Source: an optimization exercise on an open RTL-to-GDS flow (aim: small area). Production flows keep margins and buffers that such runs may drop.
In this exercise RTL edits were held to simulation tests only and were not proved equivalent to the original.
Power and IR drop assume default switching activity. No driver is modelled on the clock port, so clocking that relies on it looks cheaper here than on a real chip.

==> run.sh <==
#!/bin/bash
# synth_recipe.tcl (not shown) runs the flow's synth.tcl, then flattens the netlist and writes it again
# the make line also repeats each setting of config.mk as NAME=value (left out here)
make -C /OpenROAD-flow-scripts/flow DESIGN_CONFIG=/design/flow/config.mk WORK_HOME=/design/flow/orfs CLKGATE_MAP_FILE= SYNTH_SCRIPT=/design/flow/synth_recipe.tcl finish
==> config.mk <==
export PLATFORM = sky130hd
export DESIGN_NAME = te_pkt
export DESIGN_NICKNAME = te_pkt
export VERILOG_FILES = /design/flow/design.v
export SDC_FILE = /design/flow/constraint.sdc
export NUM_CORES = 4
export LEC_CHECK = 0
export CAP_MARGIN = 0
export CORE_MARGIN = 2
export CORE_UTILIZATION = 70
export CTS_BUF_LIST = sky130_fd_sc_hd__clkbuf_16
export CTS_CLUSTER_DIAMETER = 80
export CTS_CLUSTER_SIZE = 30
export SLEW_MARGIN = 0
==> constraint.sdc <==
create_clock -name core_clock -period 4.0 [get_ports {clk_bus}]
set_input_delay 0.8000 -clock core_clock [delete_from_list [all_inputs] [get_ports {clk_bus}]]
set_output_delay 0.8000 -clock core_clock [all_outputs]
set_load 0.01 [all_outputs]
==> design.v <==
`default_nettype none
package te_pkt_pkg;
    typedef enum logic [3-1:0] {
        AK = 3'd0,
        WQ = 3'd1,
        WR = 3'd2,
        RQ = 3'd3,
        RR = 3'd4
    } pkt_type_e;
    typedef struct packed {
        logic [10-3-1:0]       waddr;
        logic [8-1:0]                   wstrb;
        logic [8*8-1:0]    wdata;
    } bm_word_t;
    typedef struct packed {
        logic [4-1:0] sid;
        logic [3-1:0]  xid;
        logic [10-1:0] addr;
        logic [4-1:0]  len;
    } rdreq_t;
endpackage
`default_nettype wire
`timescale 1ns/1ps
`default_nettype none
module te_pkt (
    input  wire logic                                        clk_bus,
    input  wire logic                                        rst_n,
    input  wire logic                                        pkt_sop,
    input  wire logic [8-1:0]                   pkt_data,
    input  wire logic [10-1:0]                   ib_base,
    input  wire logic                                        bm_gnt,
    output logic                                             bm_req,
    output logic [10-1:0]                        bm_addr,
    output logic [8-1:0]                    bm_wstrb,
    output logic [8*8-1:0]     bm_wdata,
    input  wire logic                                        rdreq_pop,
    output logic                                             rdreq_valid,
    output te_pkt_pkg::rdreq_t rdreq
);
    localparam int NW = 9;
    localparam logic [2:0] ST_IDLE = 3'd0;
    localparam logic [2:0] ST_HDR1 = 3'd1;
    localparam logic [2:0] ST_HDR2 = 3'd2;
    localparam logic [2:0] ST_HDR3 = 3'd3;
    localparam logic [2:0] ST_DATA = 3'd4;
    logic [2:0]  state;
    logic        is_rq;
    logic [2:0]  xid;
    logic [3:0]  sid;
    logic [3:0]  len;
    logic [9:0]  baddr;
    logic        started;
    logic [NW-1:0][63:0] slot_data;
    logic [NW-1:0][6:0]  slot_alo;
    logic [NW-1:0]       slot_acy;
    logic [NW-1:0][2:0]  slot_first;
    logic [NW-1:0][2:0]  slot_last;
    logic [NW-1:0]       wr_oh;
    logic [NW-1:0]       rd_oh;
    logic [1:0][20:0]    rq_data;
    logic                rq_rd;
    logic [1:0]          rq_cnt;
    logic [2:0]  lane;
    logic        data_byte;
    logic        last_byte;
    logic        close_word;
    logic        rq_push;
    logic        rq_pop;
    logic [NW-1:0] wsel;
    assign lane       = baddr[2:0];
    assign data_byte  = (state == ST_DATA) && !pkt_sop;
    assign last_byte  = (len == 4'd0);
    assign close_word = (data_byte && (lane == 3'd7 || last_byte)) || (pkt_sop && started);
    assign rq_push    = (state == ST_HDR3) && !pkt_sop && is_rq;
    assign rq_pop     = rdreq_pop && rdreq_valid;
    always_comb begin
        for (int k = 0; k < NW; k++) begin
            wsel[k] = data_byte && wr_oh[k];
        end
    end
    always_ff @(posedge clk_bus) begin
        if (!rst_n) begin
            state   <= ST_IDLE;
            started <= 1'b0;
            wr_oh   <= NW'(1);
            rd_oh   <= NW'(1);
            rq_rd   <= 1'b0;
            rq_cnt  <= '0;
        end else begin
            if (pkt_sop) begin
                started <= 1'b0;
                if (pkt_data[7:5] == 3'd1 || pkt_data[7:5] == 3'd3) state <= ST_HDR1;
                else state <= ST_IDLE;
            end else begin
                case (state)
                    ST_HDR1: state <= ST_HDR2;
                    ST_HDR2: state <= ST_HDR3;
                    ST_HDR3: state <= is_rq ? ST_IDLE : ST_DATA;
                    ST_DATA: begin
                        started <= !close_word;
                        if (last_byte) state <= ST_IDLE;
                    end
                    default: state <= ST_IDLE;
                endcase
            end
            if (close_word) wr_oh <= {wr_oh[NW-2:0], wr_oh[NW-1]};
            if (bm_req && bm_gnt) rd_oh <= {rd_oh[NW-2:0], rd_oh[NW-1]};
            if (rq_pop) rq_rd <= !rq_rd;
            case ({rq_push, rq_pop})
                2'b10:   rq_cnt <= rq_cnt + 2'd1;
                2'b01:   rq_cnt <= rq_cnt - 2'd1;
                default: ;
            endcase
        end
    end
    always_ff @(posedge clk_bus) begin
        if (pkt_sop) begin
            is_rq <= pkt_data[6];
            xid   <= pkt_data[2:0];
        end else begin
            case (state)
                ST_HDR1: sid <= pkt_data[7:4];
                ST_HDR2: begin
                    len        <= pkt_data[7:4];
                    baddr[9:6] <= pkt_data[3:0];
                end
                ST_HDR3: baddr[5:0] <= pkt_data[5:0];
                ST_DATA: begin
                    baddr <= baddr + 10'd1;
                    len   <= len - 4'd1;
                end
                default: ;
            endcase
        end
    end
    always_ff @(posedge clk_bus) begin
        for (int k = 0; k < NW; k++) begin
            if (wsel[k]) begin
                for (int j = 0; j < 8; j++) begin
                    if (lane == 3'(j)) slot_data[k][j*8 +: 8] <= pkt_data;
                end
                {slot_acy[k], slot_alo[k]} <= {1'b0, ib_base[6:0]} + {1'b0, baddr[9:3]};
                slot_last[k]  <= lane;
                if (!started) slot_first[k] <= lane;
            end
        end
        if (rq_push) rq_data[rq_rd ^ rq_cnt[0]] <= {sid, xid, baddr[9:6], pkt_data[5:0], len};
    end
    logic [6:0] head_alo;
    logic       head_acy;
    logic [2:0] head_first;
    logic [2:0] head_last;
    always_comb begin
        bm_wdata   = '0;
        head_alo   = '0;
        head_acy   = 1'b0;
        head_first = '0;
        head_last  = '0;
        for (int k = 0; k < NW; k++) begin
            bm_wdata   = bm_wdata   | ({64{rd_oh[k]}} & slot_data[k]);
            head_alo   = head_alo   | ({7{rd_oh[k]}}  & slot_alo[k]);
            head_acy   = head_acy   | (rd_oh[k]       & slot_acy[k]);
            head_first = head_first | ({3{rd_oh[k]}}  & slot_first[k]);
            head_last  = head_last  | ({3{rd_oh[k]}}  & slot_last[k]);
        end
        for (int j = 0; j < 8; j++) begin
            bm_wstrb[j] = (3'(j) >= head_first) && (3'(j) <= head_last);
        end
    end
    assign bm_req      = !(|(rd_oh & wr_oh));
    assign bm_addr     = {ib_base[9:7] + {2'd0, head_acy}, head_alo};
    assign rdreq_valid = (rq_cnt != 2'd0);
    assign rdreq       = rq_data[rq_rd];
endmodule
`default_nettype wire
==> results of run 1 <==
-- registers in the layout (all words and copies together), names as in the netlist, named ones only --
name / count
slot_data: 576
wr_oh: 9
baddr: 10
slot_last: 27
rq_cnt: 2
rd_oh: 9
sid: 4
rq_rd: 1
started: 1
xid: 3
slot_first: 27
len: 4
state: 3
is_rq: 1
slot_acy: 9
slot_alo: 63
-- per-layer routing --
metal / GRT usage / part of all wire / wire [um]
met2: 0.484 / 0.49 / 31700
met3: 0.0573 / 0.10 / 6570
met5: 0 / 0 / 0
met4: 0.0954 / 0.028 / 1820
met1: 0.429 / 0.38 / 25000
-- synth_stat cells, drive strengths merged, types with 2 or more instances --
master / n
mux2i: 9
nor3: 8
nand2b: 3
a21oi: 15
a21boi: 2
ha: 17
dfxtp: 25
or3: 2
inv: 21
nand2: 42
and3: 19
xor2: 6
nand3: 90
a22oi: 85
nand3b: 2
clkbuf: 71
a31oi: 3
a221oi: 77
mux2: 21
nor2b: 11
xnor2: 12
and2: 4
a221o: 2
nor2: 86
nor3b: 3
a222oi: 79
edfxtp: 766
a22o: 74
buf: 27
o21ai: 18
nand4: 4
-- cell usage in the layout, fill, tap and decap left out, types with 8 or more instances in the layout --
master,count
nor2_1,84
inv_1,33
ha_1,17
clkbuf_16,35
mux2i_1,9
a221oi_1,76
a222oi_1,79
nand3_1,90
dfxtp_1,16
and3_1,19
clkdlybuf4s50_1,119
mux2_2,21
xnor2_1,12
nor3_1,8
a21oi_1,15
buf_2,8
edfxtp_1,766
o21ai_0,14
a22o_1,74
nor2b_1,10
a22oi_1,85
nand2_1,40
buf_4,63
-- final timing paths --
check,startpoint,endpoint,slack (ns),depth (start not counted)
worst max-delay path,rd_oh[4],bm_wstrb[2],0.14,6
worst min-delay path,sid[1],register,0.46,0
worst max register to register,state[1],slot_data[269],1.14,5
worst min register to register,sid[1],register,0.46,0
-- cells by family (layout without fill, tap and decap cells) --
logic type / Yosys count / in the layout / share of synthesized area
flops: 791 / 791 / 0.809
compound gates: 358 / 358 / 0.103
simple gates: 279 / 279 / 0.0463
buf+inv: 119 / 274 / 0.0163
mux: 30 / 30 / 0.0112
fa+ha+maj: 18 / 18 / 0.00802
xor+xnor: 18 / 18 / 0.00543
-- layout make-up --
class                      count  area, sq um  area share
clock buffer                  35          876      0.0272
clock inverter                24          205     0.00637
inverter                      21         78.8     0.00245
multi-input combinational    703         5060       0.157
sequential                   791        23500       0.731
tap                          532          666      0.0207
timing repair buffer         194         1780      0.0554
-- stage by stage --
step,power [uW],setup WS (ns),hold slack (ns)
floorplan,9300,1.29,0.421
finish,13500,0.144,0.462
global placement,9450,0.683,0.425
CTS,13500,0.142,0.465
detailed placement,9460,0.627,0.436
global route,13800,0.0395,0.481
-- power groups by stage --
stage	clock, uW	combinational [uW]	sequential (uW)
floorplan	0	45.1	9260
global placement	0	190	9260
detailed placement	0	201	9260
CTS	4240	201	9070
global route	4500	219	9070
finish	4190	200	9070
-- critical path, stage by stage (launching register included) --
cell	delay, ns
dfxtp_2	0.56
a222oi_1	0.50
nand3_1	0.14
a221oi_2	0.37
nor2_1	0.12
nor3_1	0.19
clkdlybuf4s50_1	0.59
==> summary.log, run 1 <==
qor: status.run_status complete, no violations
qor: layout.nFillCells 2264
qor: detailed_routing.postRouteAntennaNets 0
qor: clock_tree.buffers_from_clock_root_to_sink_at_most 3
qor: power_and_ir_drop.power_density_over_cell_area 418 mW/mm^2
qor: floorplanning.floorplan.rows 74
qor: synthesis.netlist.area_leader.share 0.792
qor: synthesis.post_synth_instance_area 0.0290 sq mm
qor: floorplanning.placeableCoreArea 0.0409 sq mm
qor: detailed_routing.drt_iter0_markers 2133
qor: grt.antenna_found_initial 1
qor: clock_tree.clock-root-buffer clkbuf_16
qor: timing.finalHoldViolations 0
qor: placed_design.dp_hpwl 38500 um
qor: timing.max_freq 259 MHz
qor: synthesis.netlist-cell-type-count 50
qor: clock_tree.postCtsResizedCells 0
qor: clock_tree.cts_made_buffers 34
qor: grt.via_count_of_the_first_global_routing_pass 15800
qor: job.maxCapViolations 0
qor: grt.total_routing_usage_gr 0.301
qor: clock_tree.clock_latency 0.58 ns
qor: timing.finalClockSkew 0.0274 ns
qor: setup_path.worstSetupPathType register to output port
qor: min_path.min-delay-path-class register to register
qor: layout.antenna_cells_inserted 0
qor: detailed_routing.post-route-drc-count 0
qor: setup_path.setup.worst_path.end_class output port
qor: power_and_ir_drop.netSwitchingFraction 0.191
qor: layout.final-instance-count-excl-fill 2300
qor: grt.grt_overflow 0
qor: clock_tree.cts_hold_buf 0
qor: grt.maximum_number_of_pins_on_one_net_before_global_route_repair 65
qor: clock_tree.htree_num_levels 2
qor: setup_path.critical_path.startpoint_type register
qor: synthesis.netlist_instances 1613
qor: timing.setup_tns 0 ns
qor: power_and_ir_drop.p_comb_frac 0.015
qor: floorplanning.pin_count 128
qor: detailed_routing.route.final.wire_length 65100 um
qor: clock_tree.cts_post_setup_buffers_inserted 0
qor: timing.final_report_max_slew_violation_count 0
qor: clock_tree.tritoncts_num_sinks 791
qor: layout.post_route_cells_drive_above_1_share 0.0911
qor: floorplanning.floorplan.die.width 208 um
qor: clock_tree.clk_pin_slew_worst_paths 0.10 ns
qor: grt.wire_length_of_the_first_global_routing_pass 96900 um
qor: floorplanning.die_height 208 um
qor: synthesis.synth.ff_latch_count 791
qor: layout.core_utilization_of_the_finished_layout 0.787
qor: power_and_ir_drop.static-leakage-power 0.0103 uW
qor: synthesis.yosys_most_used_dff edfxtp_1
qor: timing.fin_crit 3.86 ns
qor: synthesis.yosys_synthesis_warning_count 1
qor: synthesis.synth-async-reset-ratio 0
qor: synthesis.fraction_of_the_yosys_area_taken_by_sequential_cells 0.809
qor: setup_path.worst_ep_arrival_time 3.06 ns
qor: floorplanning.die_area 0.0431 sq mm
qor: detailed_routing.dr.pass1.iters 9
qor: synthesis.yosysTopAreaCell edfxtp_1
qor: setup_path.cp_data_required_time 3.20 ns
qor: timing.grt_setup_unrepaired no
qor: synthesis.synthesis.area_per_instance 18.0 sq um
qor: power_and_ir_drop.power.ir.vdd_worst 0.000516 V
qor: power_and_ir_drop.netSwitchingPower 2570 uW
qor: synthesis.largest_cells_by_area_after_synthesis edfxtp_1 (79%), a222oi_1 (2.7%), a221oi_1 (2.3%)
qor: power_and_ir_drop.intPower 10900 uW
qor: synthesis.synth_edf_count 766
qor: placed_design.dp_cells 2241
qor: floorplanning.floorplan.initialDensity 0.709
qor: clock_tree.tritoncts_clock_tree yes
qor: layout.layout_nets 1786
qor: timing.final.period_utilization 0.964
qor: detailed_routing.avgRoutedWirePerCell 28.3 um
qor: setup_path.worst-path-max-fanout 30
qor: placed_design.post_dp_cell_area 0.0311 sq mm
qor: layout.stdcell_area 0.0322 sq mm
qor: detailed_routing.viasPerCell 7.00
qor: timing.slew_headroom 0.170
qor: power_and_ir_drop.portion_of_total_power_attributed_to_the_clock_network 0.312
qor: placed_design.place.gp.congestion 0.811
qor: power_and_ir_drop.sequential_power_share 0.674
qor: layout.area_delta_synth_final 10.9%
qor: detailed_routing.via_count 16100
qor: timing.timing_worst_slew_pin_value 1.25 ns
qor: timing.finalSetupViolCount 0
qor: synthesis.postSynthNetCount 1654
qor: placed_design.port_buffers 127
==> run 2: changes to the inputs <==
==> flow/run.sh (new file) <==
#!/bin/bash
# The standard layout (the standard.sh, standard synthesis unchanged) with two
# changes passed through ORFS's own variables:
#  - port buffers are buf_1 cells instead of the delay-buffer cell buffer_ports
#    picks by default (every port still gets its own buffer);
set -euo pipefail
export BUFFER_PORTS_ARGS="-buffer_cell sky130_fd_sc_hd__buf_1"
export CTS_ARGS="-sink_clustering_enable -repair_clock_nets -sink_clustering_size 30 -sink_clustering_max_diameter 80 -buf_list sky130_fd_sc_hd__clkbuf_16 -dont_use_dummy_load"
bash standard.sh > standard.log 2>&1
==> standard.sh (new file) <==
#!/bin/bash
# synth_recipe.tcl (not shown) runs the flow's synth.tcl, then flattens the netlist and writes it again
# the make line also repeats each setting of config.mk as NAME=value (left out here)
make -C /OpenROAD-flow-scripts/flow DESIGN_CONFIG=/design/flow/config.mk WORK_HOME=/design/flow/orfs CLKGATE_MAP_FILE= SYNTH_SCRIPT=/design/flow/synth_recipe.tcl "${@:-finish}"
removed: run.sh
==> run 2 against run 1 <==
Hold slack got worse by 0.011 ns. Power down 3.0%. Largest power group unchanged. Die area unchanged. Final cell count is 2.5% lower. Critical path type unchanged. Sequential share of layout area grew 2.9 points. Routed wire length fell by 0.85%.
==> summary.log, run 2 <==
qor: grt.antenna_found_initial 1 [unchanged]
qor: grt.via_count_of_the_first_global_routing_pass 15500 [-2.3%]
qor: setup_path.worst_ep_arrival_time 2.87 ns [-0.19 ns]
qor: grt.maximum_number_of_pins_on_one_net_before_global_route_repair 82 [+26%]
qor: synthesis.largest_cells_by_area_after_synthesis edfxtp_1 (79%), a222oi_1 (2.7%), a221oi_1 (2.3%)
qor: setup_path.r2r_end slot_data[3]
qor: timing.grt_setup_unrepaired no
qor: synthesis.synthesis.area_per_instance 18.0 sq um [unchanged]
qor: detailed_routing.route.final.wire_length 64500 um [-0.85%]
qor: detailed_routing.viasPerCell 7.05 [+0.73%]
qor: setup_path.rr_startpoint state[1]
qor: synthesis.post_synth_most_frequent_cells edfxtp_1 (766), nand3_1 (90), a22oi_1 (85), nor2_1 (85), a222oi_1 (79)
qor: timing.slew_headroom 0.222 [+0.0522]
qor: layout.flip_flop_count_of_the_largest_register_after_layout 576 [unchanged]
qor: floorplanning.floorplan.die.width 208 um [unchanged]
qor: synthesis.postSynthNetCount 1654 [unchanged]
qor: placed_design.place.gp.congestion 0.812 [about the same]
qor: power_and_ir_drop.power.ir.vdd_worst 0.000378 V [-27%]
qor: timing.finalHoldViolations 0 [unchanged]
qor: layout.layout_nets 1754 [-1.8%]
qor: timing.finalSetupViolCount 0 [unchanged]
qor: timing.final.period_utilization 0.916 [-0.0478]
qor: power_and_ir_drop.power_density_over_cell_area 421 mW/mm^2 [+0.77%]
qor: synthesis.synth-async-reset-ratio 0 [unchanged]
qor: timing.final_report_max_slew_violation_count 0 [unchanged]
qor: timing.finalClockSkew 0.0641 ns [+0.0367 ns]
qor: layout.nFillCells 2465 [+8.9%]
qor: setup_path.setup.worst_path.end_class output port
qor: job.maxCapViolations 0 [unchanged]
qor: floorplanning.floorplan.initialDensity 0.709 [unchanged]
qor: synthesis.post_synth_instance_area 0.0290 sq mm [unchanged]
qor: floorplanning.die_area 0.0431 sq mm [unchanged]
qor: timing.setup_tns 0 ns [unchanged]
qor: clock_tree.clk_pin_slew_worst_paths 0.10 ns [about the same]
qor: detailed_routing.avgRoutedWirePerCell 28.8 um [+1.7%]
qor: synthesis.netlist-cell-type-count 50 [unchanged]
qor: status.run_status complete, no violations
qor: synthesis.synth.ff_latch_count 791 [unchanged]
qor: floorplanning.die_height 208 um [unchanged]
qor: layout.stdcell_area 0.0310 sq mm [-3.8%]
qor: layout.post_route_cells_drive_above_1_share 0.0684 [-0.0227]
qor: min_path.min_path_cells 0 [unchanged]
qor: floorplanning.pin_count 128 [unchanged]
qor: clock_tree.htree_num_levels 2 [unchanged]
qor: synthesis.yosysTopAreaCell edfxtp_1
qor: layout.regMostFlops slot_data
qor: setup_path.worst-path-max-fanout 81 [+170%]
qor: detailed_routing.drt_iter0_markers 2307 [+8.2%]
qor: clock_tree.clock-root-buffer clkbuf_16
qor: layout.final_cell_mix edfxtp_1 (766), buf_1 (119), nand3_1 (90)
qor: clock_tree.postCtsResizedCells 0 [unchanged]
qor: setup_path.worstSetupStartpoint rd_oh[5]
qor: layout.mostFrequentLayoutCell edfxtp_1
qor: setup_path.reg2reg_setup_slack 0.77 ns [-0.37 ns]
qor: synthesis.synthMostInstantiatedCell edfxtp_1
qor: min_path.hold_path_startpoint xid[2]
qor: synthesis.yosys_synthesis_warning_count 1 [unchanged]
qor: timing.timing_worst_slew_pin_value 1.17 ns [-0.0782 ns]
qor: power_and_ir_drop.finalPower 13100 uW [-3.0%]
qor: grt.wire_length_of_the_first_global_routing_pass 96700 um [-0.21%]
qor: floorplanning.placeableCoreArea 0.0409 sq mm [unchanged]
qor: clock_tree.buffers_from_clock_root_to_sink_at_most 3 [unchanged]
qor: grt.total_routing_usage_gr 0.301 [-0.000360]
qor: placed_design.dp_hpwl 37200 um [-3.3%]
qor: layout.area_delta_synth_final 6.72%
qor: floorplanning.floorplan.rows 74 [unchanged]
qor: clock_tree.clock_latency 0.57 ns [about the same]
qor: clock_tree.tritoncts_clock_tree yes
qor: layout.antenna_cells_inserted 0 [unchanged]
qor: timing.max_freq 273 MHz [+5.2%]
qor: setup_path.worstSetupPathType register to output port
qor: layout.seqCellArea 0.0235 sq mm [unchanged]
qor: clock_tree.cts_post_setup_buffers_inserted 0 [unchanged]
qor: synthesis.yosys_most_used_dff edfxtp_1
qor: power_and_ir_drop.static-leakage-power 0.00963 uW [-6.2%]
qor: grt.grt_overflow 0 [unchanged]
qor: detailed_routing.postRouteAntennaNets 0 [unchanged]
qor: detailed_routing.dr.pass1.iters 8 [-1]
qor: synthesis.netlist_instances 1613 [unchanged]
qor: timing.fin_crit 3.67 ns [-0.191 ns]
qor: placed_design.post_dp_cell_area 0.0301 sq mm [-3.2%]
qor: clock_tree.cts_hold_buf 0 [unchanged]
qor: synthesis.fraction_of_the_yosys_area_taken_by_sequential_cells 0.809 [unchanged]
qor: clock_tree.cts_made_buffers 34 [unchanged]
qor: min_path.min-delay-path-class register to register
qor: detailed_routing.post-route-drc-count 0 [unchanged]
qor: setup_path.critical_path.startpoint_type register
qor: clock_tree.tritoncts_num_sinks 791 [unchanged]
qor: placed_design.port_buffers 127 [unchanged]
qor: layout.multiInputGateArea 0.00506 sq mm [unchanged]
qor: setup_path.timing.reg2reg.worst_path_depth 5 [unchanged]
qor: synthesis.netlist.area_leader.share 0.792 [unchanged]
qor: synthesis.synth_edf_count 766 [unchanged]
qor: setup_path.cp_data_required_time 3.20 ns [about the same]
qor: detailed_routing.via_count 15800 [-1.8%]
## run 2: cell counts after synthesis
No cell type changed its count.
## run 2: cells by family (layout without fill, tap and decap cells)
group,Yosys count,count (layout),share of synthesized area
AO/OA/AOI/OAI,358,358,0.103
AND/OR/NAND/NOR,279,279,0.0463
adder cells (fa/ha/maj),18,18,0.00802
flip-flops,791,791,0.809
multiplexers,30,30,0.0112
XOR/XNOR,18,18,0.00543
buffers and inverters,119,217,0.0163
## run 2: cell type report
cell class / instances / area share
tap: 532 / 0.0215
clock buffer: 34 / 0.0275
inverter: 21 / 0.00254
sequential: 791 / 0.759
multi-input combinational: 703 / 0.163
timing repair buffer: 162 / 0.0258
## run 2: layer usage
layer  global-route usage  up-vias  routed length, um
li1                     -     6825                  -
met5                    0        -                  0
met2                0.487      901              31800
met1                0.438     8012              25000
met3               0.0520       78               6340
met4               0.0761        0               1480
## run 2: power breakdown
part / switching [uW] / internal, uW / total (uW) / leakage [uW]
Combinational: 160 / 33.5 / 194 / 0.00211
Clock: 2250 / 1540 / 3790 / 0.000419
Sequential: 4.25 / 9060 / 9070 / 0.00709
## run 2: how the worst max path moves through the flow
stage,to
finish,bm_wstrb[4]
global route,bm_wstrb[2]
CTS,bm_wstrb[4]
detailed placement,slot_data[458]
global placement,slot_data[460]
floorplan,register
## run 2: critical path, stage by stage (launching register included)
cell      delay, ns
dfxtp_4        0.69
a222oi_1       0.46
nand3_1        0.15
a221oi_1       0.46
nand2_1        0.09
a21boi_0       0.26
buf_1          0.18
## run 2: metrics by stage
stage	setup slack, ns	util	std cells	hold slack (ns)
after floorplan	1.29	-	1613	0.421
after global placement	0.783	0.736	2209	0.426
after detailed placement	0.681	0.736	2209	0.432
after CTS	0.346	0.757	2243	0.448
after global routing	0.272	0.757	2243	0.470
final	0.335	0.757	2243	0.451
==> run 3: changes to the inputs <==
--- a/flow/run.sh
+++ b/flow/run.sh
@@ -7,3 +7,3 @@
 export BUFFER_PORTS_ARGS="-buffer_cell sky130_fd_sc_hd__buf_1"
-export CTS_ARGS="-sink_clustering_enable -repair_clock_nets -sink_clustering_size 30 -sink_clustering_max_diameter 80 -buf_list sky130_fd_sc_hd__clkbuf_16 -dont_use_dummy_load"
+export CTS_ARGS="-sink_clustering_enable -repair_clock_nets -sink_clustering_size 30 -sink_clustering_max_diameter 80 -buf_list sky130_fd_sc_hd__clkbuf_16"
 bash standard.sh > standard.log 2>&1
==> run 3 against run 2 <==
Power increased by 3.6%. Critical path type unchanged. Largest power group unchanged. Via count increased by 0.23%. Still clean. Sequential share of layout area decreased by 0.60 points. Critical path depth unchanged. Largest cell class unchanged. Maximum frequency about the same. Flip-flop and latch count unchanged. Die area unchanged. Setup slack about the same. Area after synthesis unchanged. Count of clock-buffer cells in the layout increased by 3. Routed wire length increased by 0.47%. Utilization increased by 0.61 points.
==> summary.log, run 3 <==
qor: timing.final.period_utilization 0.916 [about the same]
qor: detailed_routing.postRouteAntennaNets 0 [unchanged]
qor: timing.max_freq 273 MHz [about the same]
qor: setup_path.critical_path.startpoint_type register
qor: timing.finalHoldViolations 0 [unchanged]
qor: clock_tree.buffers_from_clock_root_to_sink_at_most 3 [unchanged]
qor: synthesis.yosysTopAreaCell edfxtp_1
qor: layout.regMostFlops slot_data
qor: layout.flip_flop_count_of_the_largest_register_after_layout 576 [unchanged]
qor: timing.final_report_max_slew_violation_count 0 [unchanged]
qor: synthesis.post_synth_instance_area 0.0290 sq mm [unchanged]
qor: synthesis.netlist-cell-type-count 50 [unchanged]
qor: timing.grt_setup_unrepaired no
qor: clock_tree.postCtsResizedCells 0 [unchanged]
qor: floorplanning.floorplan.initialDensity 0.709 [unchanged]
qor: power_and_ir_drop.power.ir.vdd_worst 0.000384 V [+1.5%]
qor: setup_path.worst_ep_arrival_time 2.87 ns [about the same]
qor: power_and_ir_drop.static-leakage-power 0.00976 uW [+1.4%]
qor: floorplanning.die_area 0.0431 sq mm [unchanged]
qor: power_and_ir_drop.power_density_over_cell_area 433 mW/mm^2 [+2.8%]
qor: clock_tree.cts_hold_buf 0 [unchanged]
qor: synthesis.synth.ff_latch_count 791 [unchanged]
qor: floorplanning.placeableCoreArea 0.0409 sq mm [unchanged]
qor: layout.mostFrequentLayoutCell edfxtp_1
qor: synthesis.synthesis.area_per_instance 18.0 sq um [unchanged]
qor: grt.via_count_of_the_first_global_routing_pass 15500 [+0.19%]
qor: synthesis.largest_cells_by_area_after_synthesis edfxtp_1 (79%), a222oi_1 (2.7%), a221oi_1 (2.3%)
qor: synthesis.yosys_most_used_dff edfxtp_1
qor: layout.area_delta_synth_final 7.57%
qor: grt.maximum_number_of_pins_on_one_net_before_global_route_repair 82 [unchanged]
qor: floorplanning.die_height 208 um [unchanged]
qor: setup_path.worstSetupPathType register to output port
qor: floorplanning.floorplan.die.width 208 um [unchanged]
qor: synthesis.netlist.area_leader.share 0.792 [unchanged]
qor: clock_tree.cts_post_setup_buffers_inserted 0 [unchanged]
qor: status.run_status complete, no violations
qor: job.maxCapViolations 0 [unchanged]
qor: detailed_routing.viasPerCell 7.00 [-0.70%]
qor: detailed_routing.via_count 15900 [+0.23%]
qor: clock_tree.tritoncts_num_sinks 791 [unchanged]
qor: clock_tree.cts_made_buffers 34 [unchanged]
qor: placed_design.place.gp.congestion 0.812 [unchanged]
qor: synthesis.fraction_of_the_yosys_area_taken_by_sequential_cells 0.809 [unchanged]
qor: placed_design.port_buffers 127 [unchanged]
qor: timing.slew_headroom 0.201 [-0.0210]
qor: detailed_routing.drt_iter0_markers 2403 [+4.2%]
qor: layout.seqCellArea 0.0235 sq mm [unchanged]
qor: synthesis.postSynthNetCount 1654 [unchanged]
qor: min_path.min-delay-path-class register to register
qor: detailed_routing.route.final.wire_length 64900 um [+0.47%]
qor: timing.finalSetupViolCount 0 [unchanged]
qor: floorplanning.pin_count 128 [unchanged]
qor: layout.nFillCells 2438 [-1.1%]
qor: synthesis.synth_edf_count 766 [unchanged]
qor: clock_tree.clock-root-buffer clkbuf_16
qor: layout.layout_nets 1754 [unchanged]
qor: detailed_routing.post-route-drc-count 0 [unchanged]
qor: grt.grt_overflow 0 [unchanged]
qor: clock_tree.tritoncts_clock_tree yes
qor: timing.timing_worst_slew_pin_value 1.20 ns [+0.0315 ns]
qor: timing.setup_tns 0 ns [unchanged]
qor: detailed_routing.avgRoutedWirePerCell 28.6 um [-0.46%]
qor: grt.antenna_found_initial 1 [unchanged]
qor: layout.final_cell_mix edfxtp_1 (766), buf_1 (119), nand3_1 (90)
qor: timing.fin_crit 3.67 ns [-0.000145 ns]
qor: power_and_ir_drop.finalPower 13500 uW [+3.6%]
qor: synthesis.netlist_instances 1613 [unchanged]
qor: grt.wire_length_of_the_first_global_routing_pass 97200 um [+0.47%]
qor: layout.post_route_cells_drive_above_1_share 0.0756 [+0.00725]
qor: clock_tree.clock_latency 0.58 ns [about the same]
qor: setup_path.cp_data_required_time 3.20 ns [about the same]
qor: synthesis.yosys_synthesis_warning_count 1 [unchanged]
qor: setup_path.setup.worst_path.end_class output port
qor: layout.antenna_cells_inserted 0 [unchanged]
qor: synthesis.post_synth_most_frequent_cells edfxtp_1 (766), nand3_1 (90), a22oi_1 (85), nor2_1 (85), a222oi_1 (79)
qor: layout.multiInputGateArea 0.00506 sq mm [unchanged]
qor: detailed_routing.dr.pass1.iters 7 [-1]
qor: timing.finalClockSkew 0.0330 ns [-0.0311 ns]
qor: grt.total_routing_usage_gr 0.303 [+0.00164]
qor: placed_design.dp_hpwl 37200 um [unchanged]
qor: synthesis.synthMostInstantiatedCell edfxtp_1
qor: floorplanning.floorplan.rows 74 [unchanged]
qor: setup_path.worst-path-max-fanout 81 [unchanged]
qor: synthesis.synth-async-reset-ratio 0 [unchanged]
qor: clock_tree.htree_num_levels 2 [unchanged]
qor: clock_tree.clk_pin_slew_worst_paths 0.10 ns [about the same]
==> run 3: kinds of logic after synthesis <==
logic type	share of synthesized area
buffers and inverters	0.0163
AOI/OAI and AO/OA	0.103
xor gates and xnor gates	0.00543
adders and majority gates	0.00802
and+or+nand+nor	0.0463
muxes	0.0112
DFF	0.809
==> run 3: worst paths after layout <==
kind | slack (ns) | from | endpoint | cells after the start
max | 0.33 | rd_oh[5] | bm_wstrb[4] | 6
min | 0.46 | xid[2] | register | 0
max reg2reg | 0.74 | state[1] | slot_data[48] | 5
min reg2reg | 0.46 | xid[2] | register | 0
==> run 3: per-layer routing <==
layer,share of wire,vias to the layer above,global-route usage
met3,0.090,88,0.0505
met4,0.023,0,0.0773
met2,0.49,888,0.490
met1,0.39,8024,0.441
li1,-,6852,-
met5,0,-,0
==> run 3: cell type report <==
type / instances / share of cell area
clock buffers: 37 / 0.0296
clock inverters: 18 / 0.00553
inverters: 21 / 0.00252
multi-input cells: 703 / 0.162
flip-flops and latches: 791 / 0.753
well taps: 532 / 0.0213
repair buffers: 162 / 0.0256
==> run 3: where the power goes <==
part	switching [uW]	internal, uW	leakage [uW]	total [uW]
clock network	2410	1850	0.000551	4260
logic	161	33.6	0.00211	194
registers	4.34	9060	0.00709	9070
==> run 3: through the flow <==
step / setup slack [ns] / hold slack [ns] / util / cells / instance area, sq um
after floorplan: 1.29 / 0.421 / - / 1613 / 29000
after global placement: 0.783 / 0.426 / 0.736 / 2209 / 30100
after detailed placement: 0.681 / 0.432 / 0.736 / 2209 / 30100
after CTS: 0.318 / 0.456 / 0.763 / 2264 / 31200
after global routing: 0.251 / 0.477 / 0.763 / 2264 / 31200
final: 0.335 / 0.461 / 0.763 / 2264 / 31200
==> run 3: critical path, cell delays in order (launching register included) <==
cell and delay [ns]:
dfxtp_4 0.68, a222oi_1 0.45, nand3_1 0.15, a221oi_1 0.45, nand2_1 0.10, a21boi_0 0.26, buf_1 0.18
==> run 4: changes to the inputs <==
--- a/design.v
+++ b/design.v
@@ -55,4 +55,4 @@
     logic [NW-1:0]       slot_acy;
-    logic [NW-1:0][2:0]  slot_first;
-    logic [NW-1:0][2:0]  slot_last;
+    logic [NW-1:0]       slot_fpart;
+    logic [NW-1:0]       slot_lpart;
     logic [NW-1:0]       wr_oh;
@@ -135,2 +135,6 @@
     end
+    logic [7:0] lane0_in;
+    logic [7:0] lane7_in;
+    assign lane0_in = {pkt_data[7:3], (lane == 3'd0) ? pkt_data[2:0] : lane};
+    assign lane7_in = {pkt_data[7:3], (lane == 3'd7) ? pkt_data[2:0] : lane};
     always_ff @(posedge clk_bus) begin
@@ -138,8 +142,10 @@
             if (wsel[k]) begin
-                for (int j = 0; j < 8; j++) begin
+                if (lane == 3'd0 || !started) slot_data[k][7:0] <= lane0_in;
+                for (int j = 1; j < 7; j++) begin
                     if (lane == 3'(j)) slot_data[k][j*8 +: 8] <= pkt_data;
                 end
+                slot_data[k][63:56] <= lane7_in;
                 {slot_acy[k], slot_alo[k]} <= {1'b0, ib_base[6:0]} + {1'b0, baddr[9:3]};
-                slot_last[k]  <= lane;
-                if (!started) slot_first[k] <= lane;
+                slot_lpart[k] <= (lane != 3'd7);
+                if (!started) slot_fpart[k] <= (lane != 3'd0);
             end
@@ -150,2 +156,4 @@
     logic       head_acy;
+    logic       head_fpart;
+    logic       head_lpart;
     logic [2:0] head_first;
@@ -156,4 +164,4 @@
         head_acy   = 1'b0;
-        head_first = '0;
-        head_last  = '0;
+        head_fpart = 1'b0;
+        head_lpart = 1'b0;
         for (int k = 0; k < NW; k++) begin
@@ -162,5 +170,7 @@
             head_acy   = head_acy   | (rd_oh[k]       & slot_acy[k]);
-            head_first = head_first | ({3{rd_oh[k]}}  & slot_first[k]);
-            head_last  = head_last  | ({3{rd_oh[k]}}  & slot_last[k]);
+            head_fpart = head_fpart | (rd_oh[k]       & slot_fpart[k]);
+            head_lpart = head_lpart | (rd_oh[k]       & slot_lpart[k]);
         end
+        head_first = head_fpart ? bm_wdata[2:0]   : 3'd0;
+        head_last  = head_lpart ? bm_wdata[58:56] : 3'd7;
         for (int j = 0; j < 8; j++) begin
--- a/flow/run.sh
+++ b/flow/run.sh
@@ -7,3 +7,3 @@
 export BUFFER_PORTS_ARGS="-buffer_cell sky130_fd_sc_hd__buf_1"
-export CTS_ARGS="-sink_clustering_enable -repair_clock_nets -sink_clustering_size 30 -sink_clustering_max_diameter 80 -buf_list sky130_fd_sc_hd__clkbuf_16"
+export CTS_ARGS="-sink_clustering_enable -repair_clock_nets -sink_clustering_size 30 -sink_clustering_max_diameter 80 -buf_list sky130_fd_sc_hd__clkbuf_16 -dont_use_dummy_load"
 bash standard.sh > standard.log 2>&1
--- a/config.mk
+++ b/config.mk
@@ -9,3 +9,3 @@
 export CORE_MARGIN = 2
-export CORE_UTILIZATION = 70
+export CORE_UTILIZATION = 85
 export CTS_BUF_LIST = sky130_fd_sc_hd__clkbuf_16
==> run 4 against run 3 <==
Register-to-register slack improved by 0.20 ns. Routed wire length rose by 3.5%. Die area fell by 21%. Setup slack got worse by 0.17 ns. Highest routed layer unchanged.
==> summary.log, run 4 <==
qor: status.run_status complete, no violations
qor: setup_path.r2r_end slot_data[299]
qor: grt.via_count_of_the_first_global_routing_pass 15900 [+2.4%]
qor: grt.wire_length_of_the_first_global_routing_pass 98200 um [+1.0%]
qor: timing.final_report_max_slew_violation_count 0 [unchanged]
qor: setup_path.cp_cell_sequence buf_4 > a221oi_2 > nor3_1 > a211oi_2 > buf_1
qor: layout.mostFrequentLayoutCell edfxtp_1
qor: synthesis.fraction_of_the_yosys_area_taken_by_sequential_cells 0.806 [-0.00384]
qor: setup_path.cp.buffers_inverters 2 [+1]
qor: layout.flip_flop_count_of_the_largest_register_after_layout 576 [unchanged]
qor: setup_path.setup.worst_path.end_class output port
qor: layout.area_delta_synth_final 6.37%
qor: clock_tree.tritoncts_clock_tree yes
qor: clock_tree.htree_num_levels 1 [-1]
qor: timing.timing_worst_slew_pin_value 1.22 ns [+0.0188 ns]
qor: grt.gr-usage-met2 0.657 [+0.167]
qor: floorplanning.pin_count 128 [unchanged]
qor: synthesis.netlist-cell-type-count 48 [-4.0%]
qor: setup_path.worst_ep_arrival_time 3.04 ns [+0.17 ns]
qor: synthesis.post_synth_most_frequent_cells edfxtp_1 (730), nor2_1 (88), a22oi_1 (81), nand3_1 (77), a222oi_1 (75)
qor: detailed_routing.route.final.wire_length 67100 um [+3.5%]
qor: synthesis.post_synth_instance_area 0.0278 sq mm [-4.1%]
qor: clock_tree.clock-root-buffer clkbuf_16
qor: grt.total_routing_usage_gr 0.399 [+0.0960]
qor: clock_tree.postCtsResizedCells 0 [unchanged]
qor: timing.finalClockSkew 0.0719 ns [+0.0390 ns]
qor: timing.setup_tns 0 ns [unchanged]
qor: detailed_routing.post-route-drc-count 0 [unchanged]
qor: power_and_ir_drop.power.ir.vdd_worst 0.000426 V [+11%]
qor: clock_tree.cts_post_setup_buffers_inserted 0 [unchanged]
qor: setup_path.worst-path-max-fanout 44 [-46%]
qor: floorplanning.floorplan.rows 66 [-11%]
qor: setup_path.critical-path-max-stage-delay 0.94 ns [+0.26 ns]
qor: layout.post_route_cells_drive_above_1_share 0.0772 [+0.00157]
qor: detailed_routing.postRouteAntennaNets 0 [unchanged]
qor: setup_path.critical-path-slowest-cell dfxtp_2
qor: placed_design.post_dp_cell_area 0.0289 sq mm [-4.2%]
qor: synthesis.netlist.area_leader.share 0.788 [-0.00458]
qor: timing.grt_setup_unrepaired no
qor: synthesis.synthMostInstantiatedCell edfxtp_1
qor: detailed_routing.avgRoutedWirePerCell 32.0 um [+12%]
qor: synthesis.yosysTopAreaCell edfxtp_1
qor: placed_design.dp_hpwl 39000 um [+4.9%]
qor: synthesis.netlist_instances 1545 [-4.2%]
qor: layout.stdcell_area 0.0296 sq mm [-5.2%]
qor: power_and_ir_drop.finalPower 12300 uW [-9.0%]
qor: detailed_routing.viasPerCell 7.87 [+12%]
qor: min_path.min-delay-path-class register to register
qor: synthesis.synthesis.area_per_instance 18.0 sq um [about the same]
qor: layout.final_cell_mix edfxtp_1 (730), buf_1 (119), nor2_1 (87)
qor: placed_design.place.gp.congestion 0.866 [+6.7%]
qor: timing.finalHoldViolations 0 [unchanged]
qor: job.maxCapViolations 0 [unchanged]
qor: grt.globalRouteMet1Util 0.550 [+0.109]
qor: setup_path.rr_startpoint state[1]
qor: layout.layout_nets 1701 [-3.0%]
qor: synthesis.postSynthNetCount 1586 [-4.1%]
qor: placed_design.port_buffers 127 [unchanged]
qor: floorplanning.placeableCoreArea 0.0324 sq mm [-21%]
qor: detailed_routing.dr.pass1.iters 7 [unchanged]
qor: setup_path.timing.reg2reg.worst_path_depth 5 [unchanged]
qor: setup_path.worstSetupPathType register to output port
qor: timing.fin_crit 3.84 ns [+0.172 ns]
qor: synthesis.synth.ff_latch_count 755 [-4.6%]
qor: setup_path.reg2reg_setup_slack 0.94 ns [+0.20 ns]
qor: power_and_ir_drop.static-leakage-power 0.00932 uW [-4.5%]
qor: synthesis.yosys_most_used_dff edfxtp_1
qor: timing.max_freq 261 MHz [-4.5%]
qor: synthesis.largest_cells_by_area_after_synthesis edfxtp_1 (79%), a222oi_1 (2.7%), a22oi_1 (2.2%)
qor: grt.antenna_found_initial 0 [-1]
qor: setup_path.path_delay_family flip-flops
qor: layout.nFillCells 1059 [-57%]
qor: detailed_routing.drt_iter0_markers 3212 [+34%]
qor: setup_path.cp_data_required_time 3.20 ns [about the same]
qor: clock_tree.tritoncts_num_sinks 755 [-4.6%]
qor: timing.final.period_utilization 0.959 [+0.0430]
qor: floorplanning.floorplan.die.width 185 um [-11%]
qor: clock_tree.cts_hold_buf 0 [unchanged]
qor: timing.finalSetupViolCount 0 [unchanged]
qor: grt.maximum_number_of_pins_on_one_net_before_global_route_repair 58 [-29%]
qor: grt.gr-usage-met3 0.0617 [+0.0112]
qor: timing.hold-worst-slack 0.414 ns [-0.0463 ns]
qor: clock_tree.buffers_from_clock_root_to_sink_at_most 3 [unchanged]
qor: timing.slew_headroom 0.182 [-0.0188]
qor: floorplanning.die_height 185 um [-11%]
qor: synthesis.yosys_synthesis_warning_count 1 [unchanged]
qor: setup_path.setup.worst_path.end bm_wstrb[6]
qor: grt.gr-max-usage-layer met2
qor: clock_tree.cts_made_buffers 30 [-12%]
qor: setup_path.critical_path.startpoint_type register
qor: power_and_ir_drop.power_density_over_cell_area 415 mW/mm^2 [-4.0%]
qor: floorplanning.die_area 0.0342 sq mm [-21%]
qor: grt.grt_overflow 0 [unchanged]
qor: synthesis.synth_edf_count 730 [-4.7%]
qor: setup_path.worstSetupStartpoint rd_oh[1]
qor: detailed_routing.via_count 16500 [+4.2%]
qor: clock_tree.clock_latency 0.63 ns [+0.05 ns]
qor: layout.antenna_cells_inserted 0 [unchanged]
qor: floorplanning.floorplan.initialDensity 0.860 [+0.150]
qor: synthesis.synth-async-reset-ratio 0 [unchanged]
qor: layout.regMostFlops slot_data
qor: clock_tree.clk_pin_slew_worst_paths 0.12 ns [+0.02 ns]
qor: setup_path.timing.critical_path.depth 5 [-1]
-- run 4: cell types whose count changed after synthesis, moves of 5 or more --
cell,change
edfxtp_1,-36
clkbuf_1,-19
nand3_1,-13
mux2i_1,+10
buf_2,+9
and3_1,-8
nor2b_1,+8
a221oi_1,-7
nand2_1,-7
a221oi_2,+5
a22o_1,-5
-- run 4: worst min path at each step --
| stage | start | end | cells after the start |
|---|---|---|---|
| 2_1_floorplan | sid[3] | register | 0 |
| 3_3_place_gp | sid[0] | register | 0 |
| 3_5_place_dp | sid[1] | register | 0 |
| 4_1_cts | sid[0] | register | 0 |
| 5_1_grt | sid[0] | register | 0 |
| 6_report | xid[0] | register | 0 |
-- run 4: layout make-up --
cell class | count | area, sq um | share of cell area
clock buffer | 30 | 751 | 0.0254
inverter | 26 | 97.6 | 0.00330
multi-input combinational | 676 | 4950 | 0.167
sequential | 755 | 22400 | 0.758
tap | 442 | 553 | 0.0187
timing repair buffer | 171 | 817 | 0.0276
-- run 4: cell families (layout without fill, tap and decap cells) --
logic type / after synthesis / count (layout) / synth area share
DFF: 755 / 755 / 0.806
AOI/OAI and AO/OA: 342 / 342 / 0.104
and+or+nand+nor: 257 / 257 / 0.0437
buffers and inverters: 114 / 227 / 0.0165
muxes: 42 / 42 / 0.0161
adders and majority gates: 18 / 18 / 0.00836
xor gates and xnor gates: 17 / 17 / 0.00535
-- run 4: power by group --
group / switching (uW) / total [uW] / internal (uW)
clock: 2110 / 3450 / 1340
sequential: 4.50 / 8650 / 8650
combinational: 157 / 189 / 31.4
-- run 4: worst register-to-register path: stages, from the launching register on --
cell and delay (ns):
dfxtp_1 0.44, nor2_1 0.13, nand2_1 0.13, nor2_2 0.53, nand2_1 0.60, nor2_1 0.80
-- run 4: per-stage QoR --
step            util  std cells  setup slack (ns)
4_1_cts        0.915       2100             0.211
3_5_place_dp   0.891       2070             0.890
6_report       0.915       2100             0.163
3_3_place_gp   0.891       2070             0.963
5_1_grt        0.915       2100            0.0639
2_1_floorplan      -       1545              1.25
-- run 4: layer usage --
layer  up-vias  share of wire
met3       240           0.13
met2      1688           0.50
met5         -              0
met4         0          0.044
met1      8036           0.33
li1       6557              -
==> run 5: changes to the inputs <==
--- a/config.mk
+++ b/config.mk
@@ -9,3 +9,3 @@
 export CORE_MARGIN = 2
-export CORE_UTILIZATION = 85
+export CORE_UTILIZATION = 70
 export CTS_BUF_LIST = sky130_fd_sc_hd__clkbuf_16
==> run 5 against run 4 <==
Still clean on timing, DRC and antenna. Combinational power shrank 5%. Area after synthesis is the same. Setup slack gained 0.022 ns. Count of clock-buffer cells in the layout grew 1. Maximum frequency grew 0.57%. Hold slack gained 0.026 ns. Final cell count grew 4.1%. Routed wire length shrank 8.9%. Clock skew shrank 0.025 ns. Via count shrank 8.0%. Clock power grew 2%. Power grew 0.43%. Critical path type unchanged. Largest power group unchanged.
==> summary.log, run 5 <==
qor: synthesis.largest_cells_by_area_after_synthesis edfxtp_1 (79%), a222oi_1 (2.7%), a22oi_1 (2.2%)
qor: timing.finalClockSkew 0.0470 ns [-0.0249 ns]
qor: setup_path.critical_path.startpoint_type register
qor: synthesis.yosysTopAreaCell edfxtp_1
qor: placed_design.place.gp.congestion 0.842 [-2.8%]
qor: detailed_routing.via_count 15200 [-8.0%]
qor: synthesis.netlist_instances 1545 [unchanged]
qor: grt.antenna_found_initial 0 [unchanged]
qor: floorplanning.die_height 203 um [+10%]
qor: placed_design.dp_cells 2155 [+4.1%]
qor: synthesis.synthMostInstantiatedCell edfxtp_1
qor: setup_path.setup.worst_path.end_class output port
qor: floorplanning.floorplan.initialDensity 0.705 [-0.154]
qor: status.run_status complete, no violations
qor: job.maxCapViolations 0 [unchanged]
qor: detailed_routing.avgRoutedWirePerCell 28.0 um [-12%]
qor: power_and_ir_drop.power_density_over_cell_area 415 mW/mm^2 [-0.10%]
qor: setup_path.rr_startpoint rd_oh[8]
qor: floorplanning.die_area 0.0414 sq mm [+21%]
qor: setup_path.reg2reg_setup_slack 1.13 ns [+0.19 ns]
qor: setup_path.critical-path-slowest-cell dfxtp_2
qor: timing.finalSetupViolCount 0 [unchanged]
qor: timing.grt_setup_unrepaired no
qor: timing.fin_crit 3.82 ns [-0.0219 ns]
qor: floorplanning.pin_count 128 [unchanged]
qor: synthesis.synth.ff_latch_count 755 [unchanged]
qor: detailed_routing.post-route-drc-count 0 [unchanged]
qor: clock_tree.tritoncts_clock_tree yes
qor: floorplanning.placeableCoreArea 0.0395 sq mm [+22%]
qor: detailed_routing.route.final.wire_length 61200 um [-8.9%]
qor: synthesis.yosys_most_used_dff edfxtp_1
qor: timing.final_report_max_slew_violation_count 0 [unchanged]
qor: layout.mostFrequentLayoutCell edfxtp_1
qor: synthesis.netlist.area_leader.share 0.788 [unchanged]
qor: power_and_ir_drop.static-leakage-power 0.00935 uW [+0.28%]
qor: setup_path.critical-path-max-stage-delay 0.63 ns [-0.31 ns]
qor: setup_path.worst-path-max-fanout 47 [+6.8%]
qor: setup_path.cp_data_required_time 3.20 ns [about the same]
qor: clock_tree.clk_pin_slew_worst_paths 0.11 ns [about the same]
qor: synthesis.synthesis.area_per_instance 18.0 sq um [unchanged]
qor: layout.post_route_cells_drive_above_1_share 0.0789 [+0.00167]
qor: grt.grt_overflow 0 [unchanged]
qor: layout.antenna_cells_inserted 0 [unchanged]
qor: clock_tree.cts_made_buffers 31 [+3.3%]
qor: setup_path.cp_cell_sequence a222oi_1 > nand3_1 > a221oi_2 > nor2_2 > nor3_1 > buf_1
qor: grt.gr-usage-met3 0.0324 [-0.0293]
qor: setup_path.worst_ep_arrival_time 3.02 ns [-0.02 ns]
qor: setup_path.r2r_end rd_oh[0]
qor: timing.finalHoldViolations 0 [unchanged]
qor: timing.setup_tns 0 ns [unchanged]
qor: power_and_ir_drop.power.ir.vdd_worst 0.000430 V [+0.77%]
qor: synthesis.fraction_of_the_yosys_area_taken_by_sequential_cells 0.806 [unchanged]
qor: detailed_routing.dr.pass1.iters 10 [+3]
qor: setup_path.timing.reg2reg.worst_path_depth 5 [unchanged]
qor: clock_tree.clock-root-buffer clkbuf_16
qor: synthesis.post_synth_instance_area 0.0278 sq mm [unchanged]
qor: timing.timing_worst_slew_pin_value 1.14 ns [-0.0750 ns]
qor: layout.layout_nets 1704 [+0.18%]
qor: clock_tree.clock_latency 0.64 ns [about the same]
qor: floorplanning.floorplan.rows 73 [+11%]
qor: grt.gr-usage-met2 0.492 [-0.165]
qor: synthesis.postSynthNetCount 1586 [unchanged]
qor: synthesis.netlist-cell-type-count 48 [unchanged]
qor: clock_tree.cts_hold_buf 0 [unchanged]
qor: grt.via_count_of_the_first_global_routing_pass 14400 [-9.0%]
qor: grt.globalRouteMet1Util 0.435 [-0.115]
qor: layout.final-instance-count-excl-fill 2186 [+4.1%]
qor: timing.slew_headroom 0.231 [+0.0482]
qor: clock_tree.cts_post_setup_buffers_inserted 0 [unchanged]
qor: detailed_routing.drt_iter0_markers 1985 [-38%]
qor: grt.total_routing_usage_gr 0.298 [-0.100]
qor: timing.max_freq 262 MHz [+0.57%]
qor: min_path.min_path_cells 0 [unchanged]
qor: timing.final.period_utilization 0.954 [-0.00547]
qor: clock_tree.buffers_from_clock_root_to_sink_at_most 3 [unchanged]
qor: placed_design.port_buffers 127 [unchanged]
qor: layout.regMostFlops slot_data
qor: synthesis.synth_edf_count 730 [unchanged]
qor: layout.final_cell_mix edfxtp_1 (730), buf_1 (119), nor2_1 (87)
qor: setup_path.worstSetupPathType register to output port
qor: synthesis.yosys_synthesis_warning_count 1 [unchanged]
qor: min_path.min-delay-path-class register to register
qor: clock_tree.htree_num_levels 1 [unchanged]
qor: layout.area_delta_synth_final 6.95%
qor: detailed_routing.viasPerCell 6.96 [-12%]
qor: synthesis.post_synth_most_frequent_cells edfxtp_1 (730), nor2_1 (88), a22oi_1 (81), nand3_1 (77), a222oi_1 (75)
qor: min_path.hold_path_startpoint sid[0]
qor: grt.gr-max-usage-layer met2
qor: placed_design.dp_hpwl 37300 um [-4.5%]
qor: clock_tree.tritoncts_num_sinks 755 [unchanged]
qor: floorplanning.floorplan.die.width 203 um [+10%]
qor: layout.flip_flop_count_of_the_largest_register_after_layout 576 [unchanged]
qor: power_and_ir_drop.finalPower 12400 uW [+0.43%]
qor: detailed_routing.postRouteAntennaNets 0 [unchanged]
qor: clock_tree.postCtsResizedCells 0 [unchanged]
qor: grt.wire_length_of_the_first_global_routing_pass 90500 um [-7.9%]
qor: grt.maximum_number_of_pins_on_one_net_before_global_route_repair 76 [+31%]
qor: synthesis.synth-async-reset-ratio 0 [unchanged]
-- run 5: cell counts after synthesis --
Identical to the previous run, type by type.
-- run 5: worst max-delay path: cells and delay by family, from the launching register on --
kind                   cells  cell delay [ns]
flip-flops                 1             0.63
buffers and inverters      1             0.20
AND/OR/NAND/NOR            3             0.67
AO/OA/AOI/OAI              2             0.84
-- run 5: worst max path at each step --
stage / start / end / slack (ns) / cells past startpoint
floorplan: rd_oh[6] / bm_addr[9] / 1.25 / 9
global placement: rd_oh[3] / bm_wstrb[4] / 0.99 / 6
detailed placement: rd_oh[3] / bm_wstrb[2] / 0.89 / 6
CTS: rd_oh[3] / bm_wstrb[2] / 0.19 / 6
global route: rd_oh[3] / bm_wstrb[4] / 0.09 / 6
finish: rd_oh[3] / bm_wstrb[2] / 0.18 / 6
-- run 5: where the power goes --
part,internal (uW),switching (uW),leakage [uW],total (uW)
combinational,31.7,147,0.00221,179
clock,1380,2130,0.000382,3520
sequential,8650,3.99,0.00676,8650
total,10100,2290,0.00935,12400
-- run 5: layout make-up --
class                   count  area [sq um]
repair buffers            173           845
well taps                 525           657
inverters                  26          97.6
flip-flops and latches    755         22400
fillers                  2345          9690
multi-input cells         676          4950
clock buffers              31           776
-- run 5: cell families after synthesis --
logic type                 share of synthesized area
AOI/OAI and AO/OA                              0.104
xor gates and xnor gates                     0.00535
adders and majority gates                    0.00836
buffers and inverters                         0.0165
DFF                                            0.806
muxes                                         0.0161
and+or+nand+nor                               0.0437
-- run 5: routing by layer --
metal	up-vias	routed length (um)
met1	7722	23400
met2	823	30500
li1	6568	-
met5	-	0
met4	0	1560
met3	92	5680
-- run 5: through the flow --
step / utilization / setup WS [ns] / area [sq um] / hold WS (ns)
6_report: 0.754 / 0.185 / 29800 / 0.441
5_1_grt: 0.754 / 0.0874 / 29800 / 0.453
4_1_cts: 0.754 / 0.187 / 29800 / 0.443
3_5_place_dp: 0.735 / 0.889 / 29000 / 0.433
3_3_place_gp: 0.735 / 0.993 / 29000 / 0.424
2_1_floorplan: - / 1.25 / 27800 / 0.421
==> run 6: changes to the inputs <==
--- a/config.mk
+++ b/config.mk
@@ -9,3 +9,3 @@
 export CORE_MARGIN = 2
-export CORE_UTILIZATION = 70
+export CORE_UTILIZATION = 80
 export CTS_BUF_LIST = sky130_fd_sc_hd__clkbuf_16
==> run 6 against run 5 <==
Power shrank 0.82%. Still clean on timing, DRC and antenna. Clock skew shrank 0.021 ns. Synthesized cell count is the same. Critical path depth is the same. Utilization grew 11 points. Register-to-register slack lost 0.17 ns. Largest cell class unchanged. Die area shrank 12%.
==> summary.log, run 6 <==
qor: status.run_status complete, no violations
qor: timing.fin_crit 3.69 ns [-0.125 ns]
qor: setup_path.cp.buffers_inverters 1 [unchanged]
qor: floorplanning.pin_count 128 [unchanged]
qor: grt.maximum_number_of_pins_on_one_net_before_global_route_repair 59 [-22%]
qor: power_and_ir_drop.static-leakage-power 0.00927 uW [-0.84%]
qor: detailed_routing.post-route-drc-count 0 [unchanged]
qor: synthesis.netlist-cell-type-count 48 [unchanged]
qor: timing.final_report_max_slew_violation_count 0 [unchanged]
qor: layout.flip_flop_count_of_the_largest_register_after_layout 576 [unchanged]
qor: layout.mostFrequentLayoutCell edfxtp_1
qor: power_and_ir_drop.finalPower 12200 uW [-0.82%]
qor: setup_path.reg2reg_setup_slack 0.96 ns [-0.17 ns]
qor: synthesis.fraction_of_the_yosys_area_taken_by_sequential_cells 0.806 [unchanged]
qor: power_and_ir_drop.power.ir.vdd_worst 0.000444 V [+3.2%]
qor: timing.hold-worst-slack 0.451 ns [+0.0106 ns]
qor: synthesis.postSynthNetCount 1586 [unchanged]
qor: detailed_routing.via_count 16000 [+5.1%]
qor: grt.total_routing_usage_gr 0.360 [+0.0620]
qor: layout.final_cell_mix edfxtp_1 (730), buf_1 (119), nor2_1 (87)
qor: detailed_routing.avgRoutedWirePerCell 30.5 um [+9.2%]
qor: setup_path.critical-path-max-stage-delay 0.57 ns [-0.06 ns]
qor: grt.grt_overflow 0 [unchanged]
qor: setup_path.worst-path-max-fanout 30 [-36%]
qor: clock_tree.clk_pin_slew_worst_paths 0.10 ns [about the same]
qor: grt.via_count_of_the_first_global_routing_pass 15200 [+5.0%]
qor: setup_path.cp_data_required_time 3.20 ns [about the same]
qor: layout.antenna_cells_inserted 0 [unchanged]
qor: clock_tree.cts_hold_buf 0 [unchanged]
qor: clock_tree.postCtsResizedCells 0 [unchanged]
qor: timing.setup_tns 0 ns [unchanged]
qor: placed_design.dp_hpwl 39600 um [+6.1%]
qor: synthesis.synthMostInstantiatedCell edfxtp_1
qor: floorplanning.floorplan.die.width 191 um [-6.3%]
qor: synthesis.synth_edf_count 730 [unchanged]
qor: floorplanning.floorplan.rows 68 [-6.8%]
qor: detailed_routing.route.final.wire_length 64200 um [+5.0%]
qor: setup_path.critical-path-slowest-cell dfxtp_2
qor: setup_path.path_delay_family compound AO/OA/AOI/OAI gates
qor: power_and_ir_drop.power_density_over_cell_area 414 mW/mm^2 [-0.14%]
qor: detailed_routing.postRouteAntennaNets 0 [unchanged]
qor: grt.antenna_found_initial 0 [unchanged]
qor: synthesis.post_synth_most_frequent_cells edfxtp_1 (730), nor2_1 (88), a22oi_1 (81), nand3_1 (77), a222oi_1 (75)
qor: synthesis.yosysTopAreaCell edfxtp_1
qor: layout.regMostFlops slot_data
qor: placed_design.port_buffers 127 [unchanged]
qor: floorplanning.die_height 191 um [-6.3%]
qor: timing.grt_setup_unrepaired no
qor: clock_tree.clock-root-buffer clkbuf_16
qor: timing.finalClockSkew 0.0263 ns [-0.0207 ns]
qor: clock_tree.cts_made_buffers 29 [-6.5%]
qor: layout.post_route_cells_drive_above_1_share 0.0710 [-0.00783]
qor: grt.wire_length_of_the_first_global_routing_pass 95000 um [+5.0%]
qor: clock_tree.buffers_from_clock_root_to_sink_at_most 3 [unchanged]
qor: clock_tree.tritoncts_clock_tree yes
qor: layout.layout_nets 1690 [-0.82%]
qor: clock_tree.clock_latency 0.60 ns [-0.04 ns]
qor: timing.max_freq 271 MHz [+3.4%]
qor: synthesis.yosys_synthesis_warning_count 1 [unchanged]
qor: synthesis.netlist.area_leader.share 0.788 [unchanged]
qor: synthesis.netlist_instances 1545 [unchanged]
qor: clock_tree.htree_num_levels 1 [unchanged]
qor: floorplanning.placeableCoreArea 0.0344 sq mm [-13%]
qor: floorplanning.die_area 0.0363 sq mm [-12%]
qor: timing.slew_headroom 0.0826 [-0.148]
qor: timing.final.period_utilization 0.923 [-0.0312]
qor: synthesis.largest_cells_by_area_after_synthesis edfxtp_1 (79%), a222oi_1 (2.7%), a22oi_1 (2.2%)
qor: layout.area_delta_synth_final 6.21%
qor: synthesis.synth-async-reset-ratio 0 [unchanged]
qor: setup_path.critical_path.startpoint_type register
qor: setup_path.setup.worst_path.end_class output port
qor: synthesis.synth.ff_latch_count 755 [unchanged]
qor: clock_tree.cts_post_setup_buffers_inserted 0 [unchanged]
qor: placed_design.place.gp.congestion 0.883 [+4.9%]
qor: synthesis.post_synth_instance_area 0.0278 sq mm [unchanged]
qor: job.maxCapViolations 0 [unchanged]
qor: setup_path.worst_ep_arrival_time 2.89 ns [-0.13 ns]
qor: timing.finalSetupViolCount 0 [unchanged]
qor: synthesis.yosys_most_used_dff edfxtp_1
qor: synthesis.synthesis.area_per_instance 18.0 sq um [unchanged]
qor: timing.finalHoldViolations 0 [unchanged]
qor: setup_path.cp_cell_sequence a222oi_1 > nand3_1 > a221oi_2 > nor3_1 > a211oi_2 > buf_1
qor: detailed_routing.dr.pass1.iters 8 [-2]
qor: detailed_routing.viasPerCell 7.60 [+9.3%]
qor: timing.timing_worst_slew_pin_value 1.36 ns [+0.220 ns]
qor: clock_tree.tritoncts_num_sinks 755 [unchanged]
qor: min_path.min-delay-path-class register to register
qor: floorplanning.floorplan.initialDensity 0.810 [+0.104]
qor: setup_path.worstSetupPathType register to output port
qor: layout.nFillCells 1513 [-35%]
qor: detailed_routing.drt_iter0_markers 2950 [+49%]
[run 6: changes by cell type in the layout (fill, tap and decap cells not counted)]
| cell | change |
|---|---|
| buf_12 | +2 |
| buf_4 | -14 |
| clkbuf_16 | -2 |
| dfxtp_2 | +1 |
| dfxtp_4 | -1 |
[run 6: path summary, 6_finish.rpt]
kind | from | endpoint | cells past startpoint
setup / recovery | rd_oh[1] | bm_wstrb[6] | 6
hold / removal | sid[0] | register | 0
setup reg to reg | state[0] | slot_data[297] | 5
hold reg to reg | sid[0] | register | 0
[run 6: worst reg2reg max path: stages (launching register included)]
cell and delay, ns:
dfxtp_1 0.41, nor2_1 0.13, nand2_1 0.13, nor2_2 0.53, nand2_1 0.62, nor2_1 0.86
[run 6: layout make-up]
class	count	area (sq um)	area share
inverter	26	97.6	0.00330
clock buffer	29	726	0.0246
sequential	755	22400	0.759
tap	455	569	0.0193
timing repair buffer	161	779	0.0264
multi-input combinational	676	4950	0.168
[run 6: where the power goes]
group / switching (uW) / internal [uW] / total [uW]
Clock: 2100 / 1300 / 3400
Sequential: 4.29 / 8650 / 8650
Combinational: 161 / 34.4 / 196
Total: 2260 / 9990 / 12200
[run 6: cell families after synthesis]
kind of cell / after synthesis / share of synthesized area
mux: 42 / 0.0161
xor+xnor: 17 / 0.00535
compound gates: 342 / 0.104
buf+inv: 114 / 0.0165
fa+ha+maj: 18 / 0.00836
simple gates: 257 / 0.0437
flops: 755 / 0.806
[run 6: per-layer routing]
layer | vias to the layer above | global-route usage | part of all wire
li1 | 6530 | - | -
met1 | 7814 | 0.542 | 0.35
met2 | 1497 | 0.563 | 0.48
met3 | 143 | 0.0688 | 0.15
met4 | 0 | 0.0936 | 0.027
met5 | - | 0 | 0
[run 6: metrics by stage]
step | utilization | std cells | worst slack [ns] | cell area, sq um
after floorplan | - | 1545 | 1.25 | 27800
after global placement | 0.839 | 2073 | 0.915 | 28800
after detailed placement | 0.839 | 2073 | 0.809 | 28800
after CTS | 0.860 | 2102 | 0.331 | 29600
after global routing | 0.860 | 2102 | 0.193 | 29600
final | 0.860 | 2102 | 0.310 | 29600

[separate check: timing with driven ports]
No port has a modelled driver above. Below, the same layouts with a new extraction and two added sets of constraints.
Step 1 sets driving cells, clkbuf_16 on the clock port and buf_2 on the other inputs (assumed; they add their load-dependent delay and slew).
Step 2 adds t to the input delays and takes it off the output delays; t is the mean of the earliest and latest rising clock arrival at the registers after step 1. Input paths then give back, and output paths get back, about the clock's delay inside the block.
Three values: no drivers, after step 1, after step 2; two values: the first two.
run | t (ns) | setup WS [ns] | pins driven straight from the clock port
run 1 | 0.631 | 0.144 / 0.086 / 0.595 | 1
run 2 | 0.606 | 0.335 / 0.274 / 0.601 | 1
run 3 | 0.627 | 0.335 / 0.275 / 0.562 | 1
run 4 | 0.650 | 0.163 / 0.108 / 0.741 | 1
run 5 | 0.675 | 0.185 / 0.123 / 0.799 | 1
run 6 | 0.643 | 0.310 / 0.254 / 0.675 | 1
After both steps setup and hold are still met in every run listed.
